Source: an optimization exercise on an open RTL-to-GDS flow (aim: small area, a short achievable clock period and few clock cycles per item). Production flows keep margins and buffers that such runs may drop.
In this exercise RTL edits were held to simulation tests only and were not proved equivalent to the original.

## run A
Design yuvToRgbTop, start of the top module:
module yuvToRgbTop (
  input  wire                       Clock_50_I,
  input  wire                       Resetn,
  input  wire [31:0]                inPair,
  input  wire                       inValid,
  input  wire                       rgbReady,
  input  wire                       cfgWrite,
  input  wire [8:0]                 cfgData,
  output logic                      inReady,
  output logic [48:0]               rgbPair,
  output logic                      rgbValid,
  output logic [8:0]                lineLength,
  output logic                      cfgError
);
clock: 11.0 ns
lec_check: 0
cap_margin: 20
core_margin: 2
core_utilization: 60
setup_slack_margin: 5
slew_margin: 20
standard.sh (not shown) runs the stock make flow with config.mk's settings and CLKGATE_MAP_FILE= SYNTH_SCRIPT=/design/flow/synth_recipe.tcl, a recipe that flattens the netlist after the stock synthesis.
==> flow/flow/run.sh <==
#!/bin/bash
set -euo pipefail
bash ./standard.sh SETUP_SLACK_MARGIN=6.9 MATCH_CELL_FOOTPRINT=0 'BUFFER_PORTS_ARGS=-buffer_cell sky130_fd_sc_hd__buf_4' finish > standard_flow.log 2>&1
Testbench counts of run A, summed over its fixed seeds: cycles 4,100, items 3,972.
For run B, these inputs were changed with respect to run A:
# run A
export LEC_CHECK = 0
export CAP_MARGIN = 20
export CORE_MARGIN = 2
export CORE_UTILIZATION = 60
export SETUP_SLACK_MARGIN = 5
export SLEW_MARGIN = 20
create_clock -name core_clock -period 11.0 [get_ports {Clock_50_I}]
# run B
export LEC_CHECK = 0
export CAP_MARGIN = 20
export CORE_MARGIN = 2
export CORE_UTILIZATION = 55
export SETUP_SLACK_MARGIN = 5
export SLEW_MARGIN = 20
create_clock -name core_clock -period 11.0 [get_ports {Clock_50_I}]
==> flow/flow/run.sh <==
#!/bin/bash
set -euo pipefail
bash ./standard.sh SETUP_SLACK_MARGIN=7.5 MATCH_CELL_FOOTPRINT=0 finish > standard_flow.log 2>&1
Results
~same worst hold slack in run A and run B
Comparing the two runs side by side, run B comes out behind run A on wire length.
The total number of multi-input combinational cells on run B is in line with that on run A.
Run B ended up with a lower starting utilization of the core area than run A did.
Input changes introduced in run C (baseline for comparison: run B):
# run B
export LEC_CHECK = 0
export CAP_MARGIN = 20
export CORE_MARGIN = 2
export CORE_UTILIZATION = 55
export SETUP_SLACK_MARGIN = 5
export SLEW_MARGIN = 20
create_clock -name core_clock -period 11.0 [get_ports {Clock_50_I}]
# run C
export LEC_CHECK = 0
export CAP_MARGIN = 20
export CORE_MARGIN = 2
export CORE_UTILIZATION = 40
export SETUP_SLACK_MARGIN = 5
export SLEW_MARGIN = 20
create_clock -name core_clock -period 11.0 [get_ports {Clock_50_I}]
==> flow/flow/run.sh <==
#!/bin/bash
set -euo pipefail
bash ./standard.sh SETUP_SLACK_MARGIN=6.5 finish > standard_flow.log 2>&1
==> notes.md <==
The highest layer used for signal routing comes out met4 in one run and met5 in the other, namely in run C and run B respectively. From run B to run C the numbers moved as follows: sum of met2 wire segment lengths after detailed routing decreased 4.2 mm; overall die area rose 37%. Compared with run B, run C ends up with a smaller final cell area. Going from run B to run C, number of setup buffers added after CTS now smaller; instance area after placement about even; height of the chip saw an increase. Run C reports its worst-path cell with the longest stage delay as sky130_fd_sc_hd__fa_1 while run B reports sky130_fd_sc_hd__fa_2.
## Diff of input files: run D against run C
# run C
export LEC_CHECK = 0
export CAP_MARGIN = 20
export CORE_MARGIN = 2
export CORE_UTILIZATION = 40
export SETUP_SLACK_MARGIN = 5
export SLEW_MARGIN = 20
create_clock -name core_clock -period 11.0 [get_ports {Clock_50_I}]
# run D
export LEC_CHECK = 0
export CAP_MARGIN = 20
export CORE_MARGIN = 2
export CORE_UTILIZATION = 60
export SETUP_SLACK_MARGIN = 5
export SLEW_MARGIN = 20
create_clock -name core_clock -period 11.0 [get_ports {Clock_50_I}]
==> flow/flow/run.sh <==
#!/bin/bash
set -euo pipefail
bash ./standard.sh SETUP_SLACK_MARGIN=6.9 MATCH_CELL_FOOTPRINT=0 'BUFFER_PORTS_ARGS=-buffer_cell sky130_fd_sc_hd__buf_2' finish > standard_flow.log 2>&1
Results
Between run D and run C, the hold buffer count at cts figures differ only marginally. Cmp run D vs run C: met1 wire length lower in run D. On aggregate routed wire length: between run C and run D, it ends up lower for run C. Run D vs. run C: clock skew fell 0.023 ns; number of nets in the layout higher; worst setup slack after placement climbed 0.43 ns; end-of-flow core utilization now larger. Run D vs run C: area used by multi-input combinational logic up in run D.
What run E does differently from run D at the input level:
==> flow/flow/run.sh <==
#!/bin/bash
set -euo pipefail
bash ./standard.sh SETUP_SLACK_MARGIN=6.9 MATCH_CELL_FOOTPRINT=0 finish > standard_flow.log 2>&1
Findings:
Delta (run E minus run D): clock period minus worst slack has increased, achievable clock frequency flat, fraction of final layout cells sized beyond drive strength 1 shows a reduction of 3.5 points. As far as worst-path maximum fanout goes, run E and run D are indistinguishable; the numbers are identical. Any difference in number of flops mapped to enable cells by yosys between run D and run E is small enough to ignore. When run E is measured against run D, its worst setup slack turns out 0.0092 ns lower. Count of plain and timing-repair buffers in run E vs run D: down 5.5%.
> inputs changed (run E -> run F)
# run E
export LEC_CHECK = 0
export CAP_MARGIN = 20
export CORE_MARGIN = 2
export CORE_UTILIZATION = 60
export SETUP_SLACK_MARGIN = 5
export SLEW_MARGIN = 20
create_clock -name core_clock -period 11.0 [get_ports {Clock_50_I}]
# run F
export LEC_CHECK = 0
export CAP_MARGIN = 20
export CORE_MARGIN = 2
export CORE_UTILIZATION = 40
export SETUP_SLACK_MARGIN = 5
export SLEW_MARGIN = 20
create_clock -name core_clock -period 11.0 [get_ports {Clock_50_I}]
==> flow/flow/run.sh <==
#!/bin/bash
set -euo pipefail
bash ./standard.sh SETUP_SLACK_MARGIN=6.9 finish > standard_flow.log 2>&1
==> comparison <==
Clock latency of the later-clocked register in the worst-skew pair in run F vs run E: up 0.05 ns
Timing endpoint of the critical path: p1VO[0] -> run E, uPa[7] -> run F
Cmp run F and run E / total wirelength of the detailed-routed design / lower: run F
Compared run F vs run E, and multi-input gate share of total cell area is down in run F.
For the setup slack on the worst flop-to-flop path, run F came in 0.02 ns lower than run E did.
Going from run E to run F, the wire length of the first global-routing pass was found to have gone down by 1.4%.

-- re-timing with driven ports --
The flow's constraints put no driver on any port. The routed layouts listed below were extracted and timed again, unchanged, in two steps. Step 1: set_driving_cell puts a clkbuf_16 on Clock_50_I and a buf_2 on each other input, an assumption about the parent block. Step 2 times the ports against the registers' clock, not the clock port: input delays grow and output delays shrink by t, the midpoint of the rising clock arrivals with the driver on. a / b / c = ideal ports / drivers / drivers and shift; a / b = the first two.
run | t (ns) | setup WS [ns] | worst slew at a driven data input, ns
run A | 0.653 | 6.803 / 6.803 / 6.425 | 0.05
run B | 0.677 | 6.907 / 6.907 / 6.907 | 0.04
run C | 0.701 | 6.605 / 6.605 / 6.038 | 0.06
run D | 0.675 | 6.890 / 6.890 / 6.369 | 0.06
run E | 0.670 | 6.881 / 6.881 / 6.406 | 0.05
run F | 0.718 | 6.865 / 6.865 / 6.530 | 0.05
After both steps setup and hold are still met in every run listed. For run C, which loses most, drivers alone change the setup slack by 0.000 ns; drivers and shift together by -0.567 ns.
